This design comes from an exercise in tuning for small area on the open sky130 flow, not from production work. Function was checked by simulation only, so behaviour that the tests miss may differ from the original. Power is estimated from default activity; no workload was simulated.

### design/flow/design.v
`default_nettype none
`default_nettype wire
`default_nettype none
package scan_pkg;
    typedef logic [15:0] distance_t;
    typedef logic [15:0] angle_t;
    typedef struct packed {
        angle_t      fsa;
        angle_t      lsa;
        logic [7:0]  count;
        logic [7:0]  min_idx;
        logic [7:0]  max_idx;
    } scan_summary_t;
    typedef struct packed {
        logic [15:0] alert;
        angle_t      min_angle;
        angle_t      max_angle;
    } scan_report_t;
endpackage
`default_nettype wire
`timescale 1ns/1ps
`default_nettype none
module scan_top (
    input  logic clk,
    input  logic TxD_reset,
    input  logic rx_serial,
    output logic tx_serial,
    output logic tx_busy
);
    logic [3:0] sc_q;       
    logic       tick;
    assign tick = (sc_q == 4'd15);
    always_ff @(posedge clk) begin
        sc_q <= sc_q + 4'd1;
    end
    logic [3:0] rb_q;
    logic       dv;
    logic       b;
    assign b  = rx_serial;
    assign dv = tick & (rb_q == 4'd15 || (~rb_q[3] && rb_q[2:0] != 3'd7));
    always_ff @(posedge clk) begin
        if (TxD_reset) begin
            rb_q <= 4'd9;
        end else if (tick) begin
            if (rb_q == 4'd9) rb_q <= b ? 4'd9 : 4'd15;
            else if (rb_q == 4'd7) rb_q <= 4'd9;
            else rb_q <= rb_q + 4'd1;
        end
    end
    localparam logic [2:0] HA = 3'd0, HB = 3'd1, CN = 3'd2, FS = 3'd3, LS = 3'd4, SM = 3'd5;
    logic [2:0]  st_q;
    logic        hi_q;      
    logic        bl_q;      
    logic        pend_q;    
    logic [3:0]  kl;        
    logic        act;
    logic        ab;        
    logic        af;        
    assign kl = {hi_q, rb_q[2:0]};
    assign act = pend_q & (sc_q == kl);
    assign ab  = act & (kl[2:0] == 3'd7);
    assign af  = ab & hi_q;
    logic        a_fs, a_ls, a_sm, a_cn;
    assign a_cn = act & (st_q == CN);
    assign a_fs = act & (st_q == FS);
    assign a_ls = act & (st_q == LS);
    assign a_sm = act & (st_q == SM);
    logic [7:0]  den_q;     
    logic [7:0]  idx_q;     
    logic [15:0] a_q;       
    logic [15:0] s_q;       
    logic [7:0]  r_q;       
    logic [7:0]  e_q;       
    logic        d_q;       
    logic        c_q;       
    logic        first;     
    logic        last;      
    logic [15:0] pmin_q;
    logic [15:0] pmax_q;
    logic [15:0] psmp_q;
    logic        maxv_q;    
    logic        lt_q, gt_q, nz_q, nr_q;
    logic        dq_q;      
    logic [15:0] mina_q;    
    logic [15:0] maxa_q;
    logic [15:0] mask_q;
    localparam logic [2:0] Q_IDLE = 3'd0, Q_DIV = 3'd1, Q_COR = 3'd2, Q_E1 = 3'd3,
                           Q_A = 3'd5;
    logic [2:0]  sq_q;
    logic        p9;        
    logic        p0;
    logic        dbit;      
    logic        dsub;      
    logic        den0;
    logic [3:0]  tb_q;
    logic        p8;
    assign p8   = (sc_q == 4'd8);
    assign p9   = ~sc_q[3] | p8;
    assign p0   = (sc_q == 4'd0);
    assign dbit = ~sc_q[3] & den_q[0];
    assign den0 = (den_q == 8'd0);
    assign dsub = (tb_q == 4'd0) | s_q[0];
    logic fa_x, fa_y, fa_c, fa_s, fa_co;
    always_comb begin
        fa_x = bl_q;
        fa_y = 1'b0;
        fa_c = c_q;
        case (sq_q)
            Q_A:   begin fa_x = a_q[0]; fa_y = s_q[0]; if (p0) fa_c = dq_q & ~first; end
            Q_E1:  begin
                fa_x = e_q[0];
                fa_y = sc_q[3] ? (dq_q & ~den_q[0]) : r_q[0];
                if (p0) fa_c = 1'b0;
                else if (p8) fa_c = dq_q;
            end
            Q_DIV: begin fa_x = p0 ? s_q[15] : d_q; fa_y = dbit ^ dsub; if (p0) fa_c = dsub; end
            Q_COR: begin fa_x = r_q[0]; fa_y = dbit & ~s_q[0]; if (p0) fa_c = 1'b0; end
            default: begin
                case (st_q)
                    CN: begin fa_y = 1'b1; if (kl == 4'd0) fa_c = 1'b0; end
                    FS: begin fa_x = ~(~kl[3] & den_q[0]); if (kl == 4'd0) fa_c = 1'b1; end
                    default: begin fa_y = ~a_q[0]; if (kl == 4'd0) fa_c = 1'b1; end
                endcase
            end
        endcase
        {fa_co, fa_s} = fa_x + fa_y + fa_c;
    end
    logic rot9;             
    assign rot9 = (sq_q == Q_DIV && p9) || (sq_q == Q_COR && ~sc_q[3]) || sq_q == Q_E1;
    logic hmatch;
    assign hmatch = ((kl[2:0] == 3'd0) | c_q) & (bl_q == (kl[0] ^ (st_q == HB)));
    logic m_bit, x_bit;
    logic lt_n, gt_n, nz_n, nr_n;
    logic take_min, take_max;
    assign m_bit = pmin_q[0];
    assign x_bit = pmax_q[0];
    assign lt_n  = (bl_q ^ m_bit) ? m_bit : ((kl != 4'd0) & lt_q);
    assign gt_n  = (bl_q ^ x_bit) ? bl_q  : ((kl != 4'd0) & gt_q);
    assign nz_n  = bl_q | ((kl != 4'd0) & nz_q);
    assign nr_n  = ~bl_q & ((kl == 4'd7) | nr_q);
    assign take_min = nz_n & lt_n;
    assign take_max = nz_n & (~maxv_q | gt_n);
    assign first    = (idx_q == 8'd0);
    assign last     = (idx_q == den_q);
    logic smp_done;         
    assign smp_done = af & (st_q == SM);
    logic idx_lt16;
    assign idx_lt16 = ~(idx_q[5] | idx_q[6] | idx_q[7] | idx_q[0]);
    logic tx_start;
    assign tx_start = (sq_q == Q_A) & tick & (st_q != SM);
    logic        busy_q;
    logic [2:0]  tf_q;
    always_ff @(posedge clk) begin
        if (TxD_reset) begin
            st_q   <= HA;
            sq_q   <= Q_IDLE;
            pend_q <= 1'b0;
        end else begin
            if (dv) pend_q <= 1'b1;
            else if (act) pend_q <= 1'b0;
            if (ab) begin
                case (st_q)
                    HA: if (hmatch) st_q <= HB;
                    HB: st_q <= hmatch ? CN : HA;
                    CN: st_q <= FS;
                    FS: if (hi_q) st_q <= LS;
                    LS: if (hi_q) st_q <= SM;
                    SM: if (hi_q && last) st_q <= HA;
                    default: st_q <= HA;
                endcase
            end
            if (tick) begin
                case (sq_q)
                    Q_DIV:  if (tb_q == 4'd15) sq_q <= Q_COR;
                    Q_COR:  sq_q <= den0 ? Q_A : Q_IDLE;
                    Q_E1:   sq_q <= Q_A;
                    Q_A:    sq_q <= Q_IDLE;
                    default: begin
                        if (af && st_q == LS) sq_q <= Q_DIV;
                        else if (smp_done) sq_q <= last ? Q_A : Q_E1;
                    end
                endcase
            end
        end
    end
    always_ff @(posedge clk) begin
        if (dv) bl_q <= b;
        if (ab) begin
            hi_q <= (st_q == CN || st_q == HA || st_q == HB) ? 1'b0 : ~hi_q;
        end
        if (sq_q == Q_A || rot9) c_q <= fa_co;
        else if (act) begin
            if (st_q == HA || st_q == HB) c_q <= hmatch;
            else c_q <= fa_co;
        end
        d_q <= r_q[0];
        den_q <= {a_cn ? fa_s : den_q[0], den_q[7:1]};
        if (st_q == FS) idx_q <= {1'b0, idx_q[7:1]};
        else if (sq_q == Q_E1 && ~sc_q[3]) idx_q <= {idx_q[0] ^ (nz_q | p0), idx_q[7:1]};
        else idx_q <= {idx_q[0], idx_q[7:1]};
        a_q <= {a_fs ? bl_q : ((sq_q == Q_A) ? fa_s : a_q[0]), a_q[15:1]};
        if (a_ls) s_q <= {fa_s, s_q[15:1]};
        else if (sq_q == Q_DIV && sc_q == 4'd8) s_q <= {s_q[14:0], ~fa_s | den0};
        else if (sq_q == Q_A) s_q <= {s_q[0], s_q[15:1]};
        if (st_q == FS) begin
            r_q <= {1'b0, r_q[7:1]};
        end else if ((sq_q == Q_DIV || sq_q == Q_COR) && ~sc_q[3]) begin
            r_q <= {fa_s, r_q[7:1]};
        end else begin
            r_q <= {r_q[0], r_q[7:1]};
        end
        if ((a_fs && ~kl[3]) || sq_q == Q_E1)
            e_q <= {fa_s, e_q[7:1]};
        else
            e_q <= {e_q[0], e_q[7:1]};
        if (st_q == FS || st_q == LS) pmin_q <= {1'b1, pmin_q[15:1]};
        else if (sq_q == Q_E1 && nr_q) pmin_q <= {psmp_q[0], pmin_q[15:1]};
        else pmin_q <= {pmin_q[0], pmin_q[15:1]};
        if (a_sm && !maxv_q) pmax_q <= {bl_q, pmax_q[15:1]};
        else if (sq_q == Q_E1 && gt_q) pmax_q <= {psmp_q[0], pmax_q[15:1]};
        else pmax_q <= {pmax_q[0], pmax_q[15:1]};
        psmp_q <= {a_sm ? bl_q : psmp_q[0], psmp_q[15:1]};
        if (a_sm) begin
            lt_q <= smp_done ? (take_min | first) : lt_n;
            gt_q <= smp_done ? (take_max | first) : gt_n;
            nz_q <= nz_n;
            nr_q <= smp_done ? take_min : nr_n;
        end else if (sq_q == Q_E1 && ~sc_q[3]) begin
            nz_q <= idx_q[0] & (nz_q | p0);
        end
        if (sq_q == Q_E1 && sc_q == 4'd7) dq_q <= fa_co;
        if (st_q == CN) maxv_q <= 1'b0;
        else if (smp_done && take_max) maxv_q <= 1'b1;
    end
    logic        bit_end;
    logic        next_data;   
    logic [3:0]  nidx;        
    logic        ring_bit;
    logic        txd_q;
    logic        txo_q;
    assign bit_end   = busy_q & tick;
    assign next_data = ~tb_q[3];
    assign nidx      = {tf_q[0], tb_q[2:0]};
    assign ring_bit  = tf_q[2] ? maxa_q[0] : mina_q[0];
    assign tx_serial = txo_q;
    assign tx_busy   = busy_q;
    always_ff @(posedge clk) begin
        if (TxD_reset) begin
            busy_q <= 1'b0;
            txo_q  <= 1'b1;
        end else if (tx_start) begin
            busy_q <= 1'b1;
            txo_q  <= 1'b0;
        end else if (bit_end) begin
            if (tb_q[0] && tb_q[3]) begin
                txo_q <= (tf_q == 3'd5);
                if (tf_q == 3'd5) busy_q <= 1'b0;
            end else if (!next_data) begin
                txo_q <= 1'b1;
            end else if (tf_q[2:1] == 2'b00) begin
                txo_q <= mask_q[0];
            end else begin
                txo_q <= (nidx == 4'd15) ? ring_bit : txd_q;
            end
        end
    end
    always_ff @(posedge clk) begin
        if (sc_q == nidx) txd_q <= ring_bit;
    end
    always_ff @(posedge clk) begin
        if (tx_start || (af && st_q == LS)) begin
            tb_q <= 4'd0;
            tf_q <= 3'd0;
        end else if (bit_end || (tick && sq_q == Q_DIV)) begin
            tb_q <= (tb_q[0] && tb_q[3] && busy_q) ? 4'd0 : tb_q + 4'd1;
            if (tb_q[0] && tb_q[3]) tf_q <= tf_q + 3'd1;
        end
    end
    always_ff @(posedge clk) begin
        if (smp_done && nz_n && idx_lt16) mask_q <= {nr_n, mask_q[15:1]};
        else if (a_fs || a_ls || (bit_end && next_data && tf_q[2:1] == 2'b00))
            mask_q <= {1'b0, mask_q[15:1]};
    end
    always_ff @(posedge clk) begin
        mina_q <= {(sq_q == Q_A && lt_q) ? a_q[0] : mina_q[0], mina_q[15:1]};
        maxa_q <= {(sq_q == Q_A && gt_q) ? a_q[0] : maxa_q[0], maxa_q[15:1]};
    end
endmodule
`default_nettype wire
### design/flow/flow/run.sh
#!/bin/bash
set -euo pipefail
bash standard.sh finish "CTS_ARGS=-repair_clock_nets -dont_use_dummy_load -buf_list {sky130_fd_sc_hd__clkbuf_8}" "BUFFER_PORTS_ARGS=-buffer_cell sky130_fd_sc_hd__buf_1" > run_make.log 2>&1
### design/flow/standard.sh
#!/bin/bash
# synth_recipe.tcl (not shown) runs the flow's synth.tcl, then flattens the netlist and writes it again
# the make line also repeats each setting of config.mk as NAME=value (left out here)
make -C /OpenROAD-flow-scripts/flow DESIGN_CONFIG=/design/flow/config.mk WORK_HOME=/design/flow/orfs CLKGATE_MAP_FILE= SYNTH_SCRIPT=/design/flow/synth_recipe.tcl "${@:-finish}"
### design/flow/config.mk
export PLATFORM = sky130hd
export DESIGN_NAME = scan_top
export DESIGN_NICKNAME = scan_top
export VERILOG_FILES = /design/flow/design.v
export SDC_FILE = /design/flow/constraint.sdc
export NUM_CORES = 4
export LEC_CHECK = 0
export CAP_MARGIN = 20
export CORE_MARGIN = 2
export CORE_UTILIZATION = 80
export SLEW_MARGIN = 20
### design/flow/constraint.sdc
create_clock -name core_clock -period 10.0 [get_ports {clk}]
set_input_delay 2.0000 -clock core_clock [delete_from_list [all_inputs] [get_ports {clk}]]
set_output_delay 2.0000 -clock core_clock [all_outputs]
set_load 0.01 [all_outputs]
==> results by group, run 1 <==
Placed design
  • Dpl cells: 610
  • I/O Buffers: 4
  • Pre-CTS setup slack: 6.89 ns
  • Post-DP HPWL: 9320 um
  • Gpl congestion: 0.963

Synth
  • Post-synthesis cell area: about 0.0065 mm^2
  • Post-synthesis simple-gate area fraction: between 10 and 15%
  • Average size of a mapped cell: about 12 um^2
  • Synth Net Count: 539
  • Most used DFF post-synth: dfxtp_1
  • EDFF count, synth: 41
  • FFs w/ async S/R, synth: 0%
  • Synth Area in Adders: around 2.4%
  • Fraction of the yosys area taken by sequential cells: 66.7%
  • Synthesized instance count: 524
  • Largest family of logic cells by synthesized area: simple AND/OR/NAND/NOR gates
  • Yosys cell types: between 50 and 60
  • Post-synthesis xor/xnor area fraction: about 3.2%
  • Register bit total from synthesis: 195
  • Compound-Gate Fraction of Synth Area: 8.99%
  • Post-synthesis mux area share: 5.05%
  • Synth Warn #: 1

Timing
  • Fmax: 301 MHz
  • Unrepaired setup endpoints after global routing: false
  • Crit share post-route: 33.2%
  • Clock period minus worst slack: 3.32 ns
  • Slew Limit Headroom: 39.2%
  • Least-Margin Pin Slew: 0.910 ns
  • Total Neg Setup Slack: 0 ns
  • Worst setup margin: 6.68 ns
  • Post-route clock skew: 0.0379 ns
  • Slew Viols, Final: 0
  • Setup violators final: 0
  • Final-report hold violation count: 0

Cells and area
  • Commonest non-fill, non-tap cell in the layout: dfxtp_1
  • Most frequent cells in the layout: dfxtp_1, edfxtp_1, nand2_1, nor2_1, a21oi_1
  • Layout area overhead: 4.29%
  • Cell Count, Final, Fillers Out: 627
  • N_diodes: 0
  • Share of cells above drive strength 1: under 10%
  • Nets: 542

Floorplan
  • I/O pin cnt: 5
  • Die area: 0.00883 mm^2
  • Die width: approximately 94 um
  • Core area: ~0.0078 mm^2
  • Die H: 93.9 um
  • Starting Density: 83.3%
  • Cell row count: 32

Global route
  • Largest net degree at the start of global routing: 23
  • Global-route met3 utilization: 9.39%
  • Total GRT Usage: 36.9%
  • First-pass GRT wire length: 23700 um
  • Congestion Overflow GR: 0
  • Met2 Usage GRT: 59.6%
  • Met1 Track Usage GR: between 40% and 50%
  • Vias in the first global route: 4325
  • Busiest grt layer: met2
  • Initial antenna violation count: 0

Routing
  • TritonRoute pass-1 iters: 6
  • Via count: ~4.3k
  • DRT Wirelength: 14900 um
  • Number of DRC markers in iteration 0: 566
  • DRC errors left: 0
  • Drt wl/cell: roughly 24 um
  • Avg Vias per Cell: ~6.8
  • Final ANT Viol Nets: 0

Clocking
  • TritonCTS buffer count: 17
  • Worst-Skew Late Latency: 0.45 ns
  • Hold_buf cts: 0
  • CTS tree: built
  • Reg clk slew, reported paths: 0.12 ns
  • Clock tree buffer depth: 2
  • Setup repair bufs after CTS: 0
  • Clk sinks: around 200
  • H-tree levels: 4
  • Cts repair resizes: 0
  • Clk root buf: clkbuf_8

Setup path
  • WP data arrival: 3.45 ns
  • CP top delay family: simple AND/OR/NAND/NOR gates
  • Slowest cell on crit path: dfxtp_1
  • Buf/Inv on CP: 1
  • Worst path max stage delay: approximately 0.82 ns
  • Crit path max fanout: 18
  • Critical path start-end classification: flop to flop
  • Req. time, crit path: 10.13 ns
  • Crit-path cells: xor2_1, nor4_4, nand4_2, or3b_1, o211ai_1, buf_4
  • CP endpoint kind: flop
  • Startpoint Class: flop

Power
  • Leak Pwr: 2.51 nW
  • Power Dens Cells: around 190 mW/mm^2
  • Peak VDD IR: 0.113 mV

Min path
  • Hold crit path type: flop to flop

Flow run
  • Max Cap Viol: 0

Outcome
  • Status: complete, no violations
routing by layer:
layer	vias up	share of wire, %
met5	-	0
met4	0	6.3
met3	100	9.3
met2	308	48
met1	2026	36
li1	1825	-
registers in the layout, summed over array words and instances, names as in the netlist, 3 cells and up:
name	flops
a_q	16
mask_q	16
maxa_q	16
mina_q	16
pmax_q	16
pmin_q	16
psmp_q	16
s_q	16
den_q	8
e_q	8
idx_q	8
r_q	8
rb_q	4
sc_q	4
tb_q	4
sq_q	3
st_q	3
tf_q	3
worst reg2reg max path: cells and delay by family (launching register included):
family	cells	cell delay, ns
DFF	1	0.82
AOI/OAI and AO/OA	1	0.13
and+or+nand+nor	3	1.58
xor gates and xnor gates	1	0.21
buffers and inverters	1	0.28
logic make-up (layout without fill, tap and decap cells):
family,Yosys count,count (layout)
fa+ha+maj,12,12
xor+xnor,24,24
simple gates,140,140
compound gates,88,88
flops,195,195
buf+inv,35,36
mux,30,30
where the power goes:
part / switching, W / internal (W) / leakage (nW)
Combinational: 0.0000241 / 0.0000162 / 0.873
Sequential: 0.0000193 / 0.000833 / 1.51
Clock: 0.000226 / 0.000151 / 0.122
synthesized netlist by cell type (2+ instances only):
library cell	instances	area share (%)
a211o_1	2	0.27
a211oi_1	3	0.35
a21o_1	3	0.35
a21oi_1	26	2.0
a31oi_1	7	0.68
and2_1	2	0.19
and3_1	6	0.58
buf_2	6	0.46
buf_6	2	0.35
clkbuf_1	10	0.58
dfxtp_1	154	48
edfxtp_1	41	19
ha_1	11	2.1
inv_1	14	0.81
mux2_2	21	3.7
mux2i_1	9	1.4
nand2_1	35	2.0
nand2b_1	9	0.87
nand3_1	20	1.5
nand3b_1	3	0.35
nor2_1	31	1.8
nor2b_1	8	0.77
nor3_1	3	0.23
nor3b_1	2	0.23
nor4_1	7	0.68
o211ai_1	5	0.58
o21a_1	4	0.46
o21ai_0	21	1.6
o31ai_1	3	0.35
or2_2	2	0.19
or3_1	3	0.29
or3b_2	2	0.27
xnor2_1	5	0.68
xor2_1	19	2.6
worst paths after layout:
kind	from	to	slack (ns)	cells after the start
worst max-delay path	sc_q[3]$_DFF_P_	mask_q[14]$_DFFE_PP_	6.68	6
worst min-delay path	a_q[4]$_DFF_P_	a_q[3]$_DFF_P_	0.29	0
worst max register to register	sc_q[3]$_DFF_P_	mask_q[14]$_DFFE_PP_	6.68	6
worst min register to register	a_q[4]$_DFF_P_	a_q[3]$_DFF_P_	0.29	0
cell type report:
cell class | instances | area, um^2
Sequential cell | 195 | 4310
Multi-Input combinational cell | 294 | 2000
Fill cell | 336 | 1020
Clock buffer | 17 | 234
Tap cell | 102 | 128
Inverter | 14 | 52.6
Timing Repair Buffer | 5 | 22.5
per-stage QoR:
| step | area [um^2] | utilization, % | power [W] | hold WS [ns] |
|---|---|---|---|---|
| 2_1_floorplan | 6470 | - | 0.000890 | 0.310 |
| 3_3_place_gp | 6520 | 83.9 | 0.000901 | 0.311 |
| 3_5_place_dp | 6520 | 83.9 | 0.000905 | 0.312 |
| 4_1_cts | 6750 | 86.9 | 0.00126 | 0.288 |
| 5_1_grt | 6750 | 86.9 | 0.00130 | 0.285 |
| 6_report | 6750 | 86.9 | 0.00127 | 0.289 |
==> inputs of run 2 (changes only) <==
--- a/design/flow/config.mk
+++ b/design/flow/config.mk
@@ -7,5 +7,6 @@
 export LEC_CHECK = 0
 export CAP_MARGIN = 20
 export CORE_MARGIN = 2
-export CORE_UTILIZATION = 80
+export CORE_UTILIZATION = 70
+export CTS_BUF_LIST = sky130_fd_sc_hd__clkbuf_4 sky130_fd_sc_hd__clkbuf_8
 export SLEW_MARGIN = 20
==> run 2 against run 1 <==
Effect of this change:
- critical endpoint is now mask_q[13]$_DFFE_PP_
- critical path type unchanged
- highest routed layer unchanged
- non-clock buffer count did not move
- routed wire length fell by 26%
- clock skew rose by 0.016 ns
==> results by group, run 2 <==
Outcome
  • Status: complete, no violations

Synth
  • Top cells by count, synth: dfxtp_1, edfxtp_1, nand2_1
  • Post-synthesis cell area: 0.00647 mm^2 (unchanged)
  • Most used DFF post-synth: dfxtp_1
  • Synth Net Count: 539 (unchanged)
  • FFs w/ async S/R, synth: 0% (unchanged)
  • Register bit total from synthesis: 195 (unchanged)
  • Synthesized instance count: 524 (unchanged)
  • Synth Warn #: 1 (unchanged)
  • Average size of a mapped cell: 12.4 um^2 (unchanged)
  • Fraction of the yosys area taken by sequential cells: 66.7% (unchanged)
  • Synth area leader: dfxtp_1
  • Yosys cell types: 59 (unchanged)
  • Yosys top cell area share: 47.6% (unchanged)
  • EDFF count, synth: 41 (unchanged)
  • Count leader, synth: dfxtp_1
  • Area contributors post-synth: dfxtp_1, edfxtp_1, mux2_2

Timing
  • Total Neg Setup Slack: 0 ns (unchanged)
  • Hold WS: 0.309 ns (+0.0205 ns)
  • Fmax: 327 MHz (+8.6%)
  • Post-route clock skew: 0.0536 ns (+0.0157 ns)
  • Slew Viols, Final: 0 (unchanged)
  • Clock period minus worst slack: 3.06 ns (-0.263 ns)
  • Final-report hold violation count: 0 (unchanged)
  • Least-Margin Pin Slew: 0.892 ns (-0.0175 ns)
  • Crit share post-route: 30.6% (-2.6 points)
  • Setup violators final: 0 (unchanged)
  • Unrepaired setup endpoints after global routing: false
  • Slew Limit Headroom: 40.3% (+1.2 points)

Clocking
  • Reg clk slew, reported paths: 0.12 ns (about the same)
  • CTS tree: built
  • Worst-Skew Late Latency: 0.46 ns (about the same)
  • Hold_buf cts: 0 (unchanged)
  • Setup repair bufs after CTS: 0 (unchanged)
  • H-tree levels: 4 (unchanged)
  • Clk root buf: clkbuf_8
  • Clock tree buffer depth: 2 (unchanged)
  • TritonCTS buffer count: 17 (unchanged)
  • Cts repair resizes: 0 (unchanged)
  • Clk sinks: 195 (unchanged)

Setup path
  • Critical path start-end classification: flop to flop
  • Slowest cell on crit path: dfxtp_1
  • Startpoint Class: flop
  • Crit path max fanout: 18 (unchanged)
  • CP top delay family: simple AND/OR/NAND/NOR gates
  • Crit-path cells: xor2_1, nor4_4, nand4_2, or3b_1, o211ai_1, buf_4
  • Worst path max stage delay: 0.71 ns (-0.11 ns)
  • Buf/Inv on CP: 1 (unchanged)
  • Req. time, crit path: 10.12 ns (about the same)
  • WP data arrival: 3.18 ns (-0.27 ns)
  • CP endpoint kind: flop

Floorplan
  • Die H: 100 um (+6.6%)
  • Die width: 100 um (+6.6%)
  • Core area: 0.00911 mm^2 (+17%)
  • Cell row count: 35 (+9.4%)
  • Starting Density: 71.1% (-12 points)
  • I/O pin cnt: 5 (unchanged)
  • Die area: 0.0100 mm^2 (+14%)

Routing
  • DRC errors left: 0 (unchanged)
  • DRT Wirelength: 11000 um (-26%)
  • Via count: 3684 (-14%)
  • Drt wl/cell: 17.3 um (-27%)
  • Final ANT Viol Nets: 0 (unchanged)
  • Avg Vias per Cell: 5.79 (-15%)
  • TritonRoute pass-1 iters: 4 (-2)
  • Number of DRC markers in iteration 0: 222 (-61%)

Placed design
  • I/O Buffers: 4 (unchanged)
  • Post-DP HPWL: 7580 um (-19%)
  • Gpl congestion: 0.932 (-3.2%)

Min path
  • Hold crit path type: flop to flop

Power
  • Pwr Total: 0.00126 W (-0.94%)
  • Power Dens Cells: 186 mW/mm^2 (-1.1%)
  • Peak VDD IR: 0.134 mV (+19%)
  • Leak Pwr: 2.51 nW (unchanged)

Global route
  • First-pass GRT wire length: 18200 um (-23%)
  • Total GRT Usage: 23.9% (-13 points)
  • Vias in the first global route: 3732 (-14%)
  • Congestion Overflow GR: 0 (unchanged)
  • Largest net degree at the start of global routing: 25 (+8.7%)
  • Initial antenna violation count: 0 (unchanged)

Cells and area
  • Nets: 542 (unchanged)
  • Most frequent cells in the layout: dfxtp_1, edfxtp_1, nand2_1, nor2_1, a21oi_1
  • Share of cells above drive strength 1: 9.52% (unchanged)
  • Commonest non-fill, non-tap cell in the layout: dfxtp_1
  • Layout area overhead: 4.47%
  • N_diodes: 0 (unchanged)

Flow run
  • Max Cap Viol: 0 (unchanged)
==> run 2: logic make-up (layout without fill, tap and decap cells) <==
kind of cell	count (synthesis)	in the layout	synth area share, %
AO/OA/AOI/OAI	88	88	8.99
XOR/XNOR	24	24	3.25
adder cells (fa/ha/maj)	12	12	2.44
buffers and inverters	35	36	2.46
flip-flops	195	195	66.7
multiplexers	30	30	5.05
AND/OR/NAND/NOR	140	140	11.2
==> run 2: per-stage QoR <==
step | cells | instance area, um^2 | setup slack, ns | util [%]
6_report | 636 | 6760 | 6.94 | 74.2
2_1_floorplan | 524 | 6470 | 7.30 | -
3_5_place_dp | 619 | 6530 | 6.97 | 71.7
5_1_grt | 636 | 6760 | 6.75 | 74.2
3_3_place_gp | 619 | 6530 | 7.07 | 71.7
4_1_cts | 636 | 6760 | 6.98 | 74.2
==> run 2: final timing paths <==
path	startpoint	to	slack, ns	cells past startpoint
max	sc_q[3]$_DFF_P_	mask_q[13]$_DFFE_PP_	6.94	6
min	pmax_q[9]$_DFF_P_	pmax_q[8]$_DFF_P_	0.31	0
max reg2reg	sc_q[3]$_DFF_P_	mask_q[13]$_DFFE_PP_	6.94	6
min reg2reg	pmax_q[9]$_DFF_P_	pmax_q[8]$_DFF_P_	0.31	0
==> run 2: area by class of cell <==
class                           count  area (um^2)
Sequential cell                   195         4310
Fill cell                         640         2350
Multi-Input combinational cell    294         2000
Clock buffer                       17          234
Tap cell                          111          139
Inverter                           14         52.6
Timing Repair Buffer                5         22.5
==> run 2: per-layer routing <==
metal	wire length, um	track usage, %	vias to the layer above
li1	-	-	1826
met1	5220	32.0	1763
met2	5110	37.4	82
met3	470	7.17	13
met4	170	8.54	0
met5	0	0	-
==> run 2: power by group <==
group          leakage [nW]  total (W)  internal [W]  switching [W]
Sequential             1.51   0.000851      0.000833      0.0000180
Combinational         0.873  0.0000369     0.0000159      0.0000210
Clock                 0.122   0.000369      0.000151       0.000219
Total                  2.51    0.00126      0.000999       0.000258
==> inputs of run 3 (changes only) <==
--- a/design/flow/design.v
+++ b/design/flow/design.v
@@ -69,6 +69,8 @@
     logic [7:0]  idx_q;     
     logic [15:0] a_q;       
     logic [15:0] s_q;       
+    logic        sd_q;      
+    logic        qf_q;      
     logic [7:0]  r_q;       
     logic [7:0]  e_q;       
     logic        d_q;       
@@ -99,7 +101,15 @@
     assign p0   = (sc_q == 4'd0);
     assign dbit = ~sc_q[3] & den_q[0];
     assign den0 = (den_q == 8'd0);
-    assign dsub = (tb_q == 4'd0) | s_q[0];
+    assign dsub = (tb_q == 4'd0) | qf_q;
+    logic [3:0] u;
+    logic       late;       
+    logic       s_rd, s_wr;
+    assign u    = sc_q + tb_q;
+    assign late = sc_q[3] & (sc_q[2:0] != 3'd0);
+    assign s_rd = (sq_q == Q_DIV) && (u == 4'd14);
+    assign s_wr = ((sq_q == Q_DIV) && late && (u == 4'd15)) ||
+                  (((sq_q == Q_DIV && tb_q != 4'd0) || sq_q == Q_COR) && !late && (u == 4'd0));
     logic fa_x, fa_y, fa_c, fa_s, fa_co;
     always_comb begin
         fa_x = bl_q;
@@ -113,8 +123,8 @@
                 if (p0) fa_c = 1'b0;
                 else if (p8) fa_c = dq_q;
             end
-            Q_DIV: begin fa_x = p0 ? s_q[15] : d_q; fa_y = dbit ^ dsub; if (p0) fa_c = dsub; end
-            Q_COR: begin fa_x = r_q[0]; fa_y = dbit & ~s_q[0]; if (p0) fa_c = 1'b0; end
+            Q_DIV: begin fa_x = p0 ? sd_q : d_q; fa_y = dbit ^ dsub; if (p0) fa_c = dsub; end
+            Q_COR: begin fa_x = r_q[0]; fa_y = dbit & ~qf_q; if (p0) fa_c = 1'b0; end
             default: begin
                 case (st_q)
                     CN: begin fa_y = 1'b1; if (kl == 4'd0) fa_c = 1'b0; end
@@ -199,9 +209,9 @@
         else if (sq_q == Q_E1 && ~sc_q[3]) idx_q <= {idx_q[0] ^ (nz_q | p0), idx_q[7:1]};
         else idx_q <= {idx_q[0], idx_q[7:1]};
         a_q <= {a_fs ? bl_q : ((sq_q == Q_A) ? fa_s : a_q[0]), a_q[15:1]};
-        if (a_ls) s_q <= {fa_s, s_q[15:1]};
-        else if (sq_q == Q_DIV && sc_q == 4'd8) s_q <= {s_q[14:0], ~fa_s | den0};
-        else if (sq_q == Q_A) s_q <= {s_q[0], s_q[15:1]};
+        s_q <= {a_ls ? fa_s : (s_wr ? qf_q : s_q[0]), s_q[15:1]};
+        if (a_ls || s_rd) sd_q <= a_ls ? fa_s : s_q[0];
+        if (sq_q == Q_DIV && p8) qf_q <= ~fa_s | den0;
         if (st_q == FS) begin
             r_q <= {1'b0, r_q[7:1]};
         end else if ((sq_q == Q_DIV || sq_q == Q_COR) && ~sc_q[3]) begin
==> run 3 against run 2 <==
Effect of this change:
- first-iteration DRC count grew 64%
- non-clock buffer count decreased by 1
- still clean
- combinational power grew to 7.6 times the previous value
- area after synthesis shrank 1.9%
- sequential cell count grew 2
- utilization rose by 1.7 points
- largest cell class unchanged
- via count grew 3.9%
- worst hold slack lost 0.0070 ns
==> results by group, run 3 <==
Power
  • Pwr Total: 0.00163 W (+29%)
  • Power Dens Cells: 244 mW/mm^2 (+31%)
  • Leak Pwr: 2.62 nW (+4.5%)
  • Peak VDD IR: 0.164 mV (+23%)

Synth
  • Synth Net Count: 543 (+0.74%)
  • Average size of a mapped cell: 12.1 um^2 (-1.9%)
  • Yosys cell types: 66 (+12%)
  • Synthesized instance count: 524 (unchanged)
  • FFs w/ async S/R, synth: 0% (unchanged)
  • Fraction of the yosys area taken by sequential cells: 66.4% (-0.26 points)
  • Yosys top cell area share: 53.6% (+6.0 points)
  • Top cells by count, synth: dfxtp_1, nor2_1, nand2_1
  • EDFF count, synth: 27 (-34%)
  • Register bit total from synthesis: 197 (+1.0%)
  • Area contributors post-synth: dfxtp_1, edfxtp_1, ha_1
  • Post-synthesis cell area: 0.00635 mm^2 (-1.9%)
  • Most used DFF post-synth: dfxtp_1
  • Count leader, synth: dfxtp_1
  • Synth area leader: dfxtp_1
  • Synth Warn #: 1 (unchanged)

Cells and area
  • Multi-input logic area: 0.00199 mm^2 (-0.38%)
  • Fill cells: 559 (-13%)
  • N_diodes: 0 (unchanged)
  • Commonest non-fill, non-tap cell in the layout: dfxtp_1
  • Share of cells above drive strength 1: 7.40% (-2.1 points)
  • Most frequent cells in the layout: dfxtp_1, nor2_1, nand2_1, edfxtp_1
  • Nets: 548 (+1.1%)
  • Layout area overhead: 4.83%
  • FF/Latch Area: 0.00421 mm^2 (-2.3%)
  • Cell Count, Final, Fillers Out: 635 (-0.16%)

Floorplan
  • Die area: 0.00985 mm^2 (-1.9%)
  • Cell row count: 34 (-2.9%)
  • Starting Density: 72.4% (+1.4 points)
  • Die H: 99.2 um (-0.93%)
  • Die width: 99.2 um (-0.93%)
  • I/O pin cnt: 5 (unchanged)
  • Core area: 0.00876 mm^2 (-3.8%)

Global route
  • Largest net degree at the start of global routing: 21 (-16%)
  • Vias in the first global route: 3757 (+0.67%)
  • Initial antenna violation count: 0 (unchanged)
  • Congestion Overflow GR: 0 (unchanged)
  • First-pass GRT wire length: 19200 um (+5.9%)
  • Total GRT Usage: 25.7% (+1.7 points)

Routing
  • Drt wl/cell: 18.7 um (+8.6%)
  • Number of DRC markers in iteration 0: 365 (+64%)
  • TritonRoute pass-1 iters: 5 (+1)
  • DRC errors left: 0 (unchanged)
  • DRT Wirelength: 11900 um (+8.4%)
  • Via count: 3829 (+3.9%)
  • Final ANT Viol Nets: 0 (unchanged)
  • Avg Vias per Cell: 6.03 (+4.1%)

Setup path
  • Startpoint Class: flop
  • WP data arrival: 3.43 ns (+0.25 ns)
  • Critical path start-end classification: flop to flop
  • CP endpoint kind: flop
  • Crit path max fanout: 18 (unchanged)
  • Req. time, crit path: 10.05 ns (-0.07 ns)

Clocking
  • Clk root buf: clkbuf_8
  • Cts repair resizes: 0 (unchanged)
  • Reg clk slew, reported paths: 0.10 ns (-0.02 ns)
  • Worst-Skew Late Latency: 0.46 ns (about the same)
  • TritonCTS buffer count: 17 (unchanged)
  • Hold_buf cts: 0 (unchanged)
  • Setup repair bufs after CTS: 0 (unchanged)
  • Clk sinks: 197 (+1.0%)
  • Clock tree buffer depth: 2 (unchanged)
  • H-tree levels: 4 (unchanged)
  • CTS tree: built

Flow run
  • Max Cap Viol: 0 (unchanged)

Timing
  • Post-route clock skew: 0.0368 ns (-0.0168 ns)
  • Total Neg Setup Slack: 0 ns (unchanged)
  • Final-report hold violation count: 0 (unchanged)
  • Unrepaired setup endpoints after global routing: false
  • Slew Viols, Final: 0 (unchanged)
  • Clock period minus worst slack: 3.37 ns (+0.311 ns)
  • Slew Limit Headroom: 42.0% (+1.6 points)
  • Setup violators final: 0 (unchanged)
  • Least-Margin Pin Slew: 0.868 ns (-0.0242 ns)
  • Fmax: 297 MHz (-9.2%)
  • Crit share post-route: 33.7% (+3.1 points)

Placed design
  • Dpl cells: 618 (-0.16%)
  • I/O Buffers: 4 (unchanged)
  • Post-DP HPWL: 8180 um (+7.8%)
  • Gpl congestion: 0.930 (-0.16%)

Min path
  • Hold crit path type: flop to flop

Outcome
  • Status: complete, no violations
## run 3: cell types whose count changed after synthesis, moves of 5 or more
cell	change
edfxtp_1	-14
dfxtp_1	+16
a21oi_1	-5
nor2b_1	-5
nand4_1	+5
nor2_1	+6
mux2_2	-13
nand3_1	-5
## run 3: routing by layer
layer  GRT usage (%)  routed length [um]  up-vias
li1                -                   -     1828
met1            36.1                5490     1798
met2            37.1                5170      160
met3            7.17                 800       43
met4            12.3                 439        0
met5               0                   0        -
## run 3: worst paths after layout
path / slack, ns / from / cells after the start / end
worst max-delay path: 6.63 / sc_q[3]$_DFF_P_ / 5 / mask_q[0]$_DFFE_PP_
worst min-delay path: 0.30 / pmin_q[11]$_DFF_P_ / 0 / pmin_q[10]$_DFF_P_
worst max register to register: 6.63 / sc_q[3]$_DFF_P_ / 5 / mask_q[0]$_DFFE_PP_
worst min register to register: 0.30 / pmin_q[11]$_DFF_P_ / 0 / pmin_q[10]$_DFF_P_
## run 3: cell families after synthesis
family / count (synthesis) / share of synthesized area [%]
compound gates: 91 / 9.50
xor+xnor: 25 / 3.45
fa+ha+maj: 17 / 3.55
buf+inv: 35 / 2.23
flops: 197 / 66.4
mux: 16 / 2.68
simple gates: 143 / 12.2
## run 3: final cells by class
type | count | area share [%]
flip-flops and latches | 197 | 63.3
multi-input cells | 292 | 29.9
clock buffers | 17 | 3.52
well taps | 108 | 2.03
inverters | 17 | 0.959
repair buffers | 4 | 0.226
## run 3: report_power, final
part | total (W) | switching (W) | internal [W]
registers | 0.000969 | 0.0000765 | 0.000893
clock network | 0.000377 | 0.000226 | 0.000151
logic | 0.000279 | 0.000159 | 0.000120
## run 3: worst max-delay path: stages (launching register included)
cell	delay, ns
dfxtp_1	0.77
xor2_1	0.20
nor4_4	0.57
nand4_2	0.36
or3b_1	0.49
nand4_1	0.59
## run 3: stage by stage
stage               util (%)  setup slack [ns]  hold WS [ns]  cell area, um^2
floorplan                  -              7.21         0.310             6350
global placement        73.3              6.93         0.311             6420
detailed placement      73.3              6.73         0.312             6420
CTS                     75.9              6.70         0.302             6650
global route            75.9              6.38         0.304             6650
finish                  75.9              6.63         0.302             6650
==> inputs of run 4 (changes only) <==
--- a/design/flow/design.v
+++ b/design/flow/design.v
@@ -182,7 +182,7 @@
             if (tick) begin
                 case (sq_q)
                     Q_DIV:  if (tb_q == 4'd15) sq_q <= Q_COR;
-                    Q_COR:  sq_q <= den0 ? Q_A : Q_IDLE;
+                    Q_COR:  sq_q <= Q_IDLE;
                     Q_E1:   sq_q <= Q_A;
                     Q_A:    sq_q <= Q_IDLE;
                     default: begin
@@ -292,8 +292,8 @@
             mask_q <= {1'b0, mask_q[15:1]};
     end
     always_ff @(posedge clk) begin
-        mina_q <= {(sq_q == Q_A && lt_q) ? a_q[0] : mina_q[0], mina_q[15:1]};
-        maxa_q <= {(sq_q == Q_A && gt_q) ? a_q[0] : maxa_q[0], maxa_q[15:1]};
+        mina_q <= {(sq_q == Q_A && lt_q) ? (den0 ? fa_s : a_q[0]) : mina_q[0], mina_q[15:1]};
+        maxa_q <= {(sq_q == Q_A && gt_q) ? (den0 ? fa_s : a_q[0]) : maxa_q[0], maxa_q[15:1]};
     end
 endmodule
 `default_nettype wire
==> design/flow/config.mk (replaced) <==
export PLATFORM = sky130hd
export DESIGN_NAME = scan_top
export DESIGN_NICKNAME = scan_top
export VERILOG_FILES = /design/flow/design.v
export SDC_FILE = /design/flow/constraint.sdc
export NUM_CORES = 4
export LEC_CHECK = 0
export ABC_AREA = 1
export CAP_MARGIN = 20
export CORE_MARGIN = 2
export CORE_UTILIZATION = 70
export SLEW_MARGIN = 20
==> run 4 against run 3 <==
Effect of this change:
- still clean
- count of clock-buffer cells in the layout stayed put
- utilization is 0.16 points higher
- register-to-register slack better by 0.58 ns
- sequential power is 17% lower
- area after synthesis is 0.91% lower
- via count is 6.0% higher
- cell count is 12% higher
- die area is 0.87% lower
- non-clock buffer count stayed put
- worst hold slack hardly changed
- critical path type is now flop to output port
==> results by group, run 4 <==
Routing
  • TritonRoute pass-1 iters: 5 (unchanged)
  • Via count: 4058 (+6.0%)
  • Avg Vias per Cell: 5.68 (-5.7%)
  • Drt wl/cell: 16.9 um (-9.7%)
  • Final ANT Viol Nets: 0 (unchanged)
  • DRT Wirelength: 12100 um (+1.5%)
  • Number of DRC markers in iteration 0: 257 (-30%)
  • DRC errors left: 0 (unchanged)

Synth
  • EDFF count, synth: 27 (unchanged)
  • Synthesized instance count: 590 (+13%)
  • Area contributors post-synth: dfxtp_1, edfxtp_1, nand2_1
  • FFs w/ async S/R, synth: 0% (unchanged)
  • Yosys cell types: 47 (-29%)
  • Synth Warn #: 1 (unchanged)
  • Average size of a mapped cell: 10.7 um^2 (-12%)
  • Count leader, synth: dfxtp_1
  • Post-synthesis cell area: 0.00629 mm^2 (-0.91%)
  • Most used DFF post-synth: dfxtp_1
  • Yosys top cell area share: 54.1% (+0.49 points)
  • Register bit total from synthesis: 197 (unchanged)
  • Synth area leader: dfxtp_1
  • Synth Net Count: 609 (+12%)
  • Fraction of the yosys area taken by sequential cells: 67.0% (+0.61 points)
  • Top cells by count, synth: dfxtp_1, nand2_1, nor2_1

Cells and area
  • Cell Count, Final, Fillers Out: 714 (+12%)
  • Commonest non-fill, non-tap cell in the layout: dfxtp_1
  • Most frequent cells in the layout: dfxtp_1, nand2_1, nor2_1, inv_1, a21oi_1
  • Nets: 627 (+14%)
  • Share of cells above drive strength 1: 6.60% (-0.80 points)
  • N_diodes: 0 (unchanged)
  • Layout area overhead: 5.49%
  • Fin util: 76.1% (+0.16 points)

Setup path
  • Slowest cell on crit path: dfxtp_1
  • Worst path max stage delay: 0.39 ns (-0.38 ns)
  • Setup crit start: busy_q$_SDFFE_PP0P_
  • Crit-path cells: buf_1
  • FF-to-FF End: a_q[15]$_DFF_P_
  • CP endpoint kind: output port
  • CP top delay family: flip-flops
  • Req. time, crit path: 8.00 ns (-2.05 ns)
  • Crit path max fanout: 4 (-14)
  • Worst Reg-to-Reg Cells: 14 (+9)
  • Worst R2R Setup Slack: 7.21 ns (+0.58 ns)
  • Buf/Inv on CP: 1 (+1)
  • WP data arrival: 0.98 ns (-2.45 ns)
  • Critical path start-end classification: flop to output port
  • Origin of the critical flop-to-flop path: sc_q[1]$_DFF_P_
  • Startpoint Class: flop

Clocking
  • Setup repair bufs after CTS: 0 (unchanged)
  • Hold_buf cts: 0 (unchanged)
  • Clk sinks: 197 (unchanged)
  • Reg clk slew, reported paths: 0.13 ns (+0.03 ns)
  • Clock tree buffer depth: 2 (unchanged)
  • CTS tree: built
  • Cts repair resizes: 0 (unchanged)
  • Clk root buf: clkbuf_8
  • H-tree levels: 4 (unchanged)
  • Worst-Skew Late Latency: 0.46 ns (about the same)
  • TritonCTS buffer count: 17 (unchanged)

Power
  • Peak VDD IR: 0.155 mV (-5.9%)
  • Power Dens Cells: 179 mW/mm^2 (-27%)
  • Pwr Total: 0.00119 W (-27%)
  • Leak Pwr: 2.71 nW (+3.3%)

Floorplan
  • I/O pin cnt: 5 (unchanged)
  • Die width: 98.8 um (-0.44%)
  • Core area: 0.00872 mm^2 (-0.49%)
  • Die area: 0.00976 mm^2 (-0.87%)
  • Starting Density: 72.1% (-0.31 points)
  • Cell row count: 34 (unchanged)
  • Die H: 98.8 um (-0.44%)

Placed design
  • I/O Buffers: 4 (unchanged)
  • Post-DP HPWL: 8510 um (+4.1%)
  • Gpl congestion: 0.983 (+5.7%)
  • Dpl cells: 697 (+13%)

Outcome
  • Status: complete, no violations

Timing
  • Unrepaired setup endpoints after global routing: false
  • Crit share post-route: 29.8% (-4.0 points)
  • Total Neg Setup Slack: 0 ns (unchanged)
  • Slew Limit Headroom: 50.9% (+9.0 points)
  • Clock period minus worst slack: 2.98 ns (-0.397 ns)
  • Setup violators final: 0 (unchanged)
  • Fmax: 336 MHz (+13%)
  • Post-route clock skew: 0.0538 ns (+0.0170 ns)
  • Final-report hold violation count: 0 (unchanged)
  • Least-Margin Pin Slew: 0.734 ns (-0.134 ns)
  • Slew Viols, Final: 0 (unchanged)

Min path
  • Min-Delay Endpoint: e_q[3]$_DFF_P_
  • Hold Crit Depth: 0 (unchanged)
  • Beginning of the worst hold path: e_q[4]$_DFF_P_
  • Hold crit path type: flop to flop

Global route
  • Congestion Overflow GR: 0 (unchanged)
  • Vias in the first global route: 3957 (+5.3%)
  • First-pass GRT wire length: 20100 um (+4.2%)
  • Largest net degree at the start of global routing: 25 (+19%)
  • Initial antenna violation count: 1 (+1)
  • Total GRT Usage: 27.0% (+1.3 points)

Flow run
  • Max Cap Viol: 0 (unchanged)
## run 4: area by class of cell
cell class / count / area, um^2
flip-flops and latches: 197 / 4210
repair buffers: 4 / 15.0
inverters: 60 / 225
fillers: 571 / 2090
clock buffers: 17 / 234
multi-input cells: 328 / 1810
well taps: 108 / 135
## run 4: metal layers
layer  vias up  global-route usage, %  part of all wire, %
li1       1947                      -                    -
met4         0                   8.43                  1.5
met5         -                      0                    0
met1      1928                   35.5                   44
met3        21                   7.09                  5.7
met2       162                   44.1                   49
## run 4: where the power goes
part | total, W | switching (W) | internal, W
combinational | 0.0000134 | 0.00000862 | 0.00000482
sequential | 0.000805 | 0.00000286 | 0.000802
clock | 0.000372 | 0.000221 | 0.000151
total | 0.00119 | 0.000232 | 0.000958
## run 4: how the worst max path moves through the flow
stage / end / slack (ns) / depth (start not counted)
after floorplan: rb_q[2]$_SDFFE_PP0N_ / 7.54 / 3
after global placement: rb_q[1]$_SDFFE_PP0N_ / 7.28 / 4
after detailed placement: rb_q[1]$_SDFFE_PP0N_ / 7.19 / 4
after CTS: tx_busy / 7.00 / 1
after global routing: a_q[15]$_DFF_P_ / 6.94 / 14
final: tx_busy / 7.02 / 1
## run 4: logic make-up (layout without fill, tap and decap cells)
logic type,count (synthesis),in the layout,share of synthesized area (%)
adder cells (fa/ha/maj),17,17,3.58
AND/OR/NAND/NOR,217,217,15.3
flip-flops,197,197,67.0
AO/OA/AOI/OAI,75,75,7.22
buffers and inverters,65,81,4.20
multiplexers,2,2,0.358
XOR/XNOR,17,17,2.37
## run 4: stage by stage
stage | area (um^2) | setup slack (ns) | hold slack (ns)
after global placement | 6400 | 7.28 | 0.311
final | 6640 | 7.02 | 0.302
after detailed placement | 6400 | 7.19 | 0.312
after global routing | 6640 | 6.94 | 0.307
after CTS | 6640 | 7.00 | 0.304
after floorplan | 6290 | 7.54 | 0.310
==> inputs of run 5 (changes only) <==
--- a/design/flow/config.mk
+++ b/design/flow/config.mk
@@ -5,8 +5,8 @@
 export SDC_FILE = /design/flow/constraint.sdc
 export NUM_CORES = 4
 export LEC_CHECK = 0
-export ABC_AREA = 1
 export CAP_MARGIN = 20
 export CORE_MARGIN = 2
 export CORE_UTILIZATION = 70
+export CTS_BUF_LIST = sky130_fd_sc_hd__clkbuf_4 sky130_fd_sc_hd__clkbuf_8
 export SLEW_MARGIN = 20
==> run 5 against run 4 <==
Effect of this change:
- largest cell class unchanged
- final area down 0.28%
- synthesized cell count down 11%
- critical endpoint unchanged
- die area up 0.44%
- worst hold slack worse by 0.012 ns
- area after synthesis up 0.46%
- critical path depth unchanged
- count of clock-buffer cells in the layout unchanged
- register-to-register slack worse by 0.09 ns
- non-clock buffer count unchanged
- critical path type unchanged
- global-route usage down 2.0 points
- clock skew down 0.010 ns
==> results by group, run 5 <==
Synth
  • Synth Warn #: 1 (unchanged)
  • Register bit total from synthesis: 197 (unchanged)
  • EDFF count, synth: 27 (unchanged)
  • Top cells by count, synth: dfxtp_1, nand2_1, nor2_1
  • Average size of a mapped cell: 12.0 um^2 (+13%)
  • FFs w/ async S/R, synth: 0% (unchanged)
  • Yosys cell types: 64 (+36%)
  • Area contributors post-synth: dfxtp_1, edfxtp_1, ha_1
  • Most used DFF post-synth: dfxtp_1
  • Fraction of the yosys area taken by sequential cells: 66.7% (-0.31 points)
  • Synthesized instance count: 525 (-11%)
  • Yosys top cell area share: 53.9% (-0.25 points)
  • Synth Net Count: 544 (-11%)
  • Post-synthesis cell area: 0.00632 mm^2 (+0.46%)
  • Synth area leader: dfxtp_1
  • Count leader, synth: dfxtp_1

Clocking
  • Hold_buf cts: 0 (unchanged)
  • Cts repair resizes: 0 (unchanged)
  • TritonCTS buffer count: 17 (unchanged)
  • Setup repair bufs after CTS: 0 (unchanged)
  • CTS tree: built
  • Clk root buf: clkbuf_8
  • Worst-Skew Late Latency: 0.45 ns (about the same)
  • H-tree levels: 4 (unchanged)
  • Reg clk slew, reported paths: 0.12 ns (about the same)
  • Clk sinks: 197 (unchanged)
  • Clock tree buffer depth: 2 (unchanged)

Placed design
  • Pre-CTS setup slack: 7.15 ns (-0.0387 ns)
  • I/O Buffers: 4 (unchanged)
  • Post-DP HPWL: 8080 um (-5.1%)
  • Gpl congestion: 0.966 (-1.8%)

Setup path
  • Crit path max fanout: 4 (unchanged)
  • Buf/Inv on CP: 1 (unchanged)
  • Worst path max stage delay: 0.38 ns (about the same)
  • Startpoint Class: flop
  • Req. time, crit path: 8.00 ns (about the same)
  • Slowest cell on crit path: dfxtp_1
  • Crit-path cells: buf_1
  • WP data arrival: 0.95 ns (-0.03 ns)
  • CP top delay family: flip-flops
  • CP endpoint kind: output port
  • Critical path start-end classification: flop to output port

Timing
  • Least-Margin Pin Slew: 0.730 ns (-0.00382 ns)
  • Setup violators final: 0 (unchanged)
  • Worst setup margin: 7.05 ns (+0.0219 ns)
  • Final-report hold violation count: 0 (unchanged)
  • Post-route clock skew: 0.0435 ns (-0.0103 ns)
  • Slew Viols, Final: 0 (unchanged)
  • Clock period minus worst slack: 2.95 ns (-0.0219 ns)
  • Fmax: 339 MHz (+0.74%)
  • Hold WS: 0.290 ns (-0.0124 ns)
  • Slew Limit Headroom: 51.2% (+0.25 points)
  • Total Neg Setup Slack: 0 ns (unchanged)
  • Unrepaired setup endpoints after global routing: false
  • Crit share post-route: 29.5% (-0.22 points)

Global route
  • Total GRT Usage: 25.0% (-2.0 points)
  • Largest net degree at the start of global routing: 23 (-8.0%)
  • Congestion Overflow GR: 0 (unchanged)
  • Vias in the first global route: 3608 (-8.8%)
  • First-pass GRT wire length: 18700 um (-7.0%)
  • Initial antenna violation count: 0 (-1)

Floorplan
  • Die H: 99.0 um (+0.22%)
  • Core area: 0.00872 mm^2 (unchanged)
  • Cell row count: 34 (unchanged)
  • Die area: 0.00980 mm^2 (+0.44%)
  • Starting Density: 72.5% (+0.33 points)
  • I/O pin cnt: 5 (unchanged)
  • Die width: 99.0 um (+0.22%)

Outcome
  • Status: complete, no violations

Routing
  • DRC errors left: 0 (unchanged)
  • Number of DRC markers in iteration 0: 328 (+28%)
  • Drt wl/cell: 18.1 um (+6.9%)
  • DRT Wirelength: 11500 um (-4.8%)
  • TritonRoute pass-1 iters: 5 (unchanged)
  • Via count: 3813 (-6.0%)
  • Avg Vias per Cell: 6.00 (+5.5%)
  • Final ANT Viol Nets: 0 (unchanged)

Power
  • Power Dens Cells: 180 mW/mm^2 (+0.12%)
  • Peak VDD IR: 0.116 mV (-25%)
  • Leak Pwr: 2.59 nW (-4.4%)

Cells and area
  • Layout area overhead: 4.71%
  • FF/Latch Area: 0.00421 mm^2 (unchanged)
  • Share of cells above drive strength 1: 6.25% (-0.35 points)
  • Multi-input logic area: 0.00196 mm^2 (+8.3%)
  • Most frequent cells in the layout: dfxtp_1, nand2_1, nor2_1, edfxtp_1
  • N_diodes: 0 (unchanged)
  • Nets: 549 (-12%)
  • Commonest non-fill, non-tap cell in the layout: dfxtp_1
  • Fill cells: 542 (-5.1%)

Flow run
  • Max Cap Viol: 0 (unchanged)

Min path
  • Hold crit path type: flop to flop
-- run 5: cell count changes after synthesis, sizes merged, moves of 11 or more --
cell   before  now
inv        60   15
nand2     110   37
nor2       60   33
a21oi      30   19
nand3      32   19
-- run 5: routing by layer --
| layer | vias to the layer above | part of all wire, % | GRT usage (%) |
|---|---|---|---|
| li1 | 1832 | - | - |
| met1 | 1810 | 46 | 35.4 |
| met2 | 153 | 46 | 38.8 |
| met3 | 18 | 6.2 | 5.39 |
| met4 | 0 | 1.5 | 8.01 |
| met5 | - | 0 | 0 |
-- run 5: where the power goes --
part / internal [W] / total, W / switching (W)
Sequential: 0.000802 / 0.000805 / 0.00000284
Combinational: 0.00000335 / 0.00000772 / 0.00000436
Clock: 0.000151 / 0.000375 / 0.000224
Total: 0.000957 / 0.00119 / 0.000231
-- run 5: final timing paths --
check / slack [ns] / startpoint / end / cells past startpoint
setup / recovery: 7.05 / busy_q$_SDFFE_PP0P_ / tx_busy / 1
hold reg to reg: 0.29 / s_q[14]$_DFF_P_ / s_q[13]$_DFF_P_ / 0
setup reg to reg: 7.12 / sq_q[0]$_SDFFE_PP0P_ / mina_q[15]$_DFF_P_ / 7
hold / removal: 0.29 / s_q[14]$_DFF_P_ / s_q[13]$_DFF_P_ / 0
-- run 5: cells by family after synthesis --
kind of cell	share of synthesized area (%)
DFF	66.7
and+or+nand+nor	13.0
AOI/OAI and AO/OA	8.89
buffers and inverters	2.26
xor gates and xnor gates	3.33
adders and majority gates	3.56
muxes	2.32
-- run 5: through the flow --
step | total power [W] | instance area, um^2 | util (%) | std cells
floorplan | 0.000828 | 6320 | - | 525
global placement | 0.000830 | 6380 | 73.2 | 619
detailed placement | 0.000831 | 6380 | 73.2 | 619
CTS | 0.00119 | 6620 | 75.9 | 636
global route | 0.00122 | 6620 | 75.9 | 636
finish | 0.00119 | 6620 | 75.9 | 636
-- run 5: final cells by class --
cell class	instances	area share (%)
clock buffers	17	3.54
inverters	15	0.851
multi-input cells	295	29.7
flip-flops and latches	197	63.7
well taps	108	2.04
repair buffers	4	0.227
==> inputs of run 6 (changes only) <==
--- a/design/flow/design.v
+++ b/design/flow/design.v
@@ -80,7 +80,6 @@
     logic [15:0] pmin_q;
     logic [15:0] pmax_q;
     logic [15:0] psmp_q;
-    logic        maxv_q;    
     logic        lt_q, gt_q, nz_q, nr_q;
     logic        dq_q;      
     logic [15:0] mina_q;    
@@ -149,7 +148,7 @@
     assign nz_n  = bl_q | ((kl != 4'd0) & nz_q);
     assign nr_n  = ~bl_q & ((kl == 4'd7) | nr_q);
     assign take_min = nz_n & lt_n;
-    assign take_max = nz_n & (~maxv_q | gt_n);
+    assign take_max = gt_n;
     assign first    = (idx_q == 8'd0);
     assign last     = (idx_q == den_q);
     logic smp_done;         
@@ -226,7 +225,7 @@
         if (st_q == FS || st_q == LS) pmin_q <= {1'b1, pmin_q[15:1]};
         else if (sq_q == Q_E1 && nr_q) pmin_q <= {psmp_q[0], pmin_q[15:1]};
         else pmin_q <= {pmin_q[0], pmin_q[15:1]};
-        if (a_sm && !maxv_q) pmax_q <= {bl_q, pmax_q[15:1]};
+        if (st_q == FS || st_q == LS) pmax_q <= {1'b0, pmax_q[15:1]};
         else if (sq_q == Q_E1 && gt_q) pmax_q <= {psmp_q[0], pmax_q[15:1]};
         else pmax_q <= {pmax_q[0], pmax_q[15:1]};
         psmp_q <= {a_sm ? bl_q : psmp_q[0], psmp_q[15:1]};
@@ -239,8 +238,6 @@
             nz_q <= idx_q[0] & (nz_q | p0);
         end
         if (sq_q == Q_E1 && sc_q == 4'd7) dq_q <= fa_co;
-        if (st_q == CN) maxv_q <= 1'b0;
-        else if (smp_done && take_max) maxv_q <= 1'b1;
     end
     logic        bit_end;
     logic        next_data;   
==> run 6 against run 5 <==
Effect of this change:
- register-to-register slack got worse by 0.29 ns
- count of clock-buffer cells in the layout did not move
- critical path depth is 5 higher
- sequential cell count shrank 1
- area after synthesis is 1.7% lower
- critical endpoint is now mask_q[9]$_DFFE_PP_
- via count is 3.2% lower
- clock power barely moved
- largest cell class unchanged
- worst hold slack better by 0.0062 ns
- global-route usage about the same
- clock skew fell by 0.0058 ns
- non-clock buffer count is 1 higher
- synthesized cell count down 2.1%
==> results by group, run 6 <==
Outcome
  • Status: complete, no violations

Global route
  • Vias in the first global route: 3618 (+0.28%)
  • Total GRT Usage: 25.0% (about the same)
  • First-pass GRT wire length: 18600 um (-0.55%)
  • Initial antenna violation count: 0 (unchanged)
  • Congestion Overflow GR: 0 (unchanged)
  • Largest net degree at the start of global routing: 23 (unchanged)

Clocking
  • Worst-Skew Late Latency: 0.45 ns (about the same)
  • Hold_buf cts: 0 (unchanged)
  • H-tree levels: 4 (unchanged)
  • Clock tree buffer depth: 2 (unchanged)
  • TritonCTS buffer count: 17 (unchanged)
  • Clk sinks: 196 (-0.51%)
  • Clk root buf: clkbuf_8
  • Setup repair bufs after CTS: 0 (unchanged)
  • Cts repair resizes: 0 (unchanged)
  • Reg clk slew, reported paths: 0.10 ns (-0.02 ns)
  • CTS tree: built

Timing
  • Setup violators final: 0 (unchanged)
  • Least-Margin Pin Slew: 0.754 ns (+0.0243 ns)
  • Hold WS: 0.296 ns (+0.00616 ns)
  • Unrepaired setup endpoints after global routing: false
  • Clock period minus worst slack: 3.17 ns (+0.213 ns)
  • Slew Limit Headroom: 49.6% (-1.6 points)
  • Post-route clock skew: 0.0377 ns (-0.00581 ns)
  • Slew Viols, Final: 0 (unchanged)
  • Crit share post-route: 31.7% (+2.1 points)
  • Total Neg Setup Slack: 0 ns (unchanged)
  • Final-report hold violation count: 0 (unchanged)
  • Fmax: 316 MHz (-6.7%)

Floorplan
  • Die width: 98.2 um (-0.80%)
  • Starting Density: 71.6% (-0.86 points)
  • Die H: 98.2 um (-0.80%)
  • I/O pin cnt: 5 (unchanged)
  • Cell row count: 34 (unchanged)
  • Die area: 0.00965 mm^2 (-1.6%)
  • Core area: 0.00868 mm^2 (-0.49%)

Setup path
  • Req. time, crit path: 10.04 ns (+2.04 ns)
  • Crit-path cells: xor2_1, nor4_2, and2_1, nand3_4, or3_4, nand4_1
  • Slowest cell on crit path: dfxtp_1
  • Worst Reg-to-Reg Cells: 6 (-1)
  • CP endpoint kind: flop
  • CP top delay family: simple AND/OR/NAND/NOR gates
  • Startpoint Class: flop
  • Crit path max fanout: 19 (+15)
  • Worst path max stage delay: 0.77 ns (+0.39 ns)
  • Origin of the critical flop-to-flop path: sc_q[3]$_DFF_P_
  • WP data arrival: 3.21 ns (+2.26 ns)
  • Worst R2R Setup Slack: 6.83 ns (-0.29 ns)
  • Critical path start-end classification: flop to flop
  • FF-to-FF End: mask_q[9]$_DFFE_PP_
  • Buf/Inv on CP: 0 (-1)

Synth
  • Fraction of the yosys area taken by sequential cells: 67.5% (+0.81 points)
  • Post-synthesis mux area share: 2.22% (-0.10 points)
  • Synth area leader: dfxtp_1
  • Synthesized instance count: 514 (-2.1%)
  • Yosys top cell area share: 54.5% (+0.59 points)
  • Post-synthesis simple-gate area fraction: 12.1% (-0.85 points)
  • Count leader, synth: dfxtp_1
  • Yosys cell types: 53 (-17%)
  • Synth Warn #: 1 (unchanged)
  • FFs w/ async S/R, synth: 0% (unchanged)
  • Synth Area in Adders: 3.46% (-0.10 points)
  • Synth Net Count: 533 (-2.0%)
  • Register bit total from synthesis: 196 (-0.51%)
  • Top cells by count, synth: dfxtp_1, nor2_1, nand2_1
  • Post-synthesis xor/xnor area fraction: 3.52% (+0.20 points)
  • Average size of a mapped cell: 12.1 um^2 (+0.44%)
  • Most used DFF post-synth: dfxtp_1
  • EDFF count, synth: 27 (unchanged)
  • Compound-Gate Fraction of Synth Area: 9.02% (+0.13 points)
  • Largest family of logic cells by synthesized area: simple AND/OR/NAND/NOR gates
  • Area contributors post-synth: dfxtp_1, edfxtp_1, ha_1
  • Post-synthesis cell area: 0.00621 mm^2 (-1.7%)

Power
  • Leak Pwr: 2.45 nW (-5.3%)
  • Power Dens Cells: 186 mW/mm^2 (+3.7%)
  • Peak VDD IR: 0.186 mV (+59%)

Min path
  • Min-Delay Endpoint: e_q[2]$_DFF_P_
  • Beginning of the worst hold path: e_q[3]$_DFF_P_
  • Hold crit path type: flop to flop
  • Hold Crit Depth: 0 (unchanged)

Cells and area
  • Share of cells above drive strength 1: 7.32% (+1.1 points)
  • Layout area overhead: 4.85%
  • N_diodes: 0 (unchanged)
  • Cell Count, Final, Fillers Out: 627 (-1.4%)
  • Most frequent cells in the layout: dfxtp_1, nor2_1, nand2_1, edfxtp_1, a21oi_1
  • Commonest non-fill, non-tap cell in the layout: dfxtp_1
  • Nets: 540 (-1.6%)
  • Finished Cell Area: 0.00652 mm^2 (-1.5%)

Flow run
  • Max Cap Viol: 0 (unchanged)

Placed design
  • Post-DP HPWL: 7550 um (-6.6%)
  • Dpl cell area: 0.00628 mm^2 (-1.6%)
  • Gpl congestion: 0.955 (-1.1%)
  • Dpl cells: 610 (-1.5%)
  • I/O Buffers: 4 (unchanged)

Routing
  • Avg Vias per Cell: 5.89 (-1.8%)
  • Drt wl/cell: 18.1 um (-0.11%)
  • TritonRoute pass-1 iters: 5 (unchanged)
  • DRC errors left: 0 (unchanged)
  • Via count: 3692 (-3.2%)
  • Final ANT Viol Nets: 0 (unchanged)
  • DRT Wirelength: 11300 um (-1.5%)
  • Number of DRC markers in iteration 0: 366 (+12%)
[run 6: changes by cell type after synthesis, sizes merged, moves of 6 or more]
| cell | before | now |
|---|---|---|
| nand2 | 37 | 30 |
| nor2 | 33 | 40 |
| a21oi | 19 | 25 |
| buf | 9 | 3 |
| o21ai | 18 | 24 |
[run 6: area by class of cell]
cell class / instances / area, um^2
flip-flops and latches: 196 / 4190
fillers: 593 / 2160
multi-input cells: 289 / 1880
clock buffers: 17 / 234
well taps: 108 / 135
inverters: 12 / 45.0
repair buffers: 5 / 22.5
[run 6: worst reg2reg max path, stage by stage, from the launching register on]
cell     delay, ns
dfxtp_1       0.77
xor2_1        0.17
nor4_2        0.40
and2_1        0.35
nand3_4       0.17
or3_4         0.43
nand4_1       0.51
[run 6: logic make-up (layout without fill, tap and decap cells)]
group | Yosys count | in the layout
XOR/XNOR | 25 | 25
adder cells (fa/ha/maj) | 16 | 16
multiplexers | 13 | 13
AO/OA/AOI/OAI | 90 | 90
AND/OR/NAND/NOR | 145 | 145
buffers and inverters | 29 | 34
flip-flops | 196 | 196
[run 6: worst max path at each step]
stage                               startpoint                  end  slack [ns]  cells after the start
final                          sc_q[3]$_DFF_P_  mask_q[9]$_DFFE_PP_        6.83                      6
after floorplan           rb_q[0]$_SDFFE_PP1N_  mask_q[0]$_DFFE_PP_        7.51                      9
after CTS                      sc_q[3]$_DFF_P_  mask_q[9]$_DFFE_PP_        6.90                      6
after global placement         sc_q[3]$_DFF_P_  mask_q[4]$_DFFE_PP_        7.00                      6
after global routing           sc_q[3]$_DFF_P_  mask_q[9]$_DFFE_PP_        6.62                      6
after detailed placement       sc_q[3]$_DFF_P_  mask_q[6]$_DFFE_PP_        6.88                      6
[run 6: per-stage QoR]
stage	total power (W)	worst slack [ns]	utilization (%)
finish	0.00121	6.83	75.1
global route	0.00125	6.62	75.1
CTS	0.00122	6.90	75.1
detailed placement	0.000858	6.88	72.4
global placement	0.000857	7.00	72.4
floorplan	0.000851	7.51	-
[run 6: power breakdown]
group | internal (W) | leakage [nW] | switching [W]
clock network | 0.000151 | 0.122 | 0.000222
registers | 0.000814 | 1.55 | 0.00000840
logic | 0.00000819 | 0.774 | 0.0000101
[run 6: per-layer routing]
metal / track usage [%] / vias to the layer above / wire [um]
met4: 8.01 / 0 / 174
li1: - / 1785 / -
met1: 34.5 / 1753 / 5280
met3: 6.94 / 21 / 588
met2: 38.8 / 133 / 5290
met5: 0 / - / 0

[re-timing with driven ports]
No port has a modelled driver above. Below, the same layouts with a new extraction and two added sets of constraints.
Step 1, drivers: a clkbuf_16 drives clk and a buf_2 each remaining input, both assumed.
Step 2 moves the port delays by t, midway between the first and last clock arrival at a register: inputs arrive t later, outputs are due t later. That takes back most of the time a late clock gives input paths.
Slacks: ideal ports / drivers / drivers and shift; pairs: ideal ports / drivers.
| run | t (ns) | setup WS [ns] | worst setup path after step 2 | latest minus earliest clock arrival (ns) | cell pins on the clock port's net |
|---|---|---|---|---|---|
| run 1 | 0.475 | 6.675 / 6.675 / 6.675 | register to register | 0.056 / 0.057 | 1 |
| run 2 | 0.464 | 6.938 / 6.938 / 6.938 | register to register | 0.056 / 0.056 | 1 |
| run 3 | 0.473 | 6.627 / 6.627 / 6.627 | register to register | 0.038 / 0.038 | 1 |
| run 4 | 0.465 | 7.024 / 6.992 / 7.168 | input to register | 0.055 / 0.056 | 1 |
| run 5 | 0.459 | 7.046 / 7.014 / 7.120 | register to register | 0.053 / 0.054 | 1 |
| run 6 | 0.465 | 6.833 / 6.833 / 6.833 | register to register | 0.046 / 0.046 | 1 |
After both steps setup and hold are still met in every run listed.
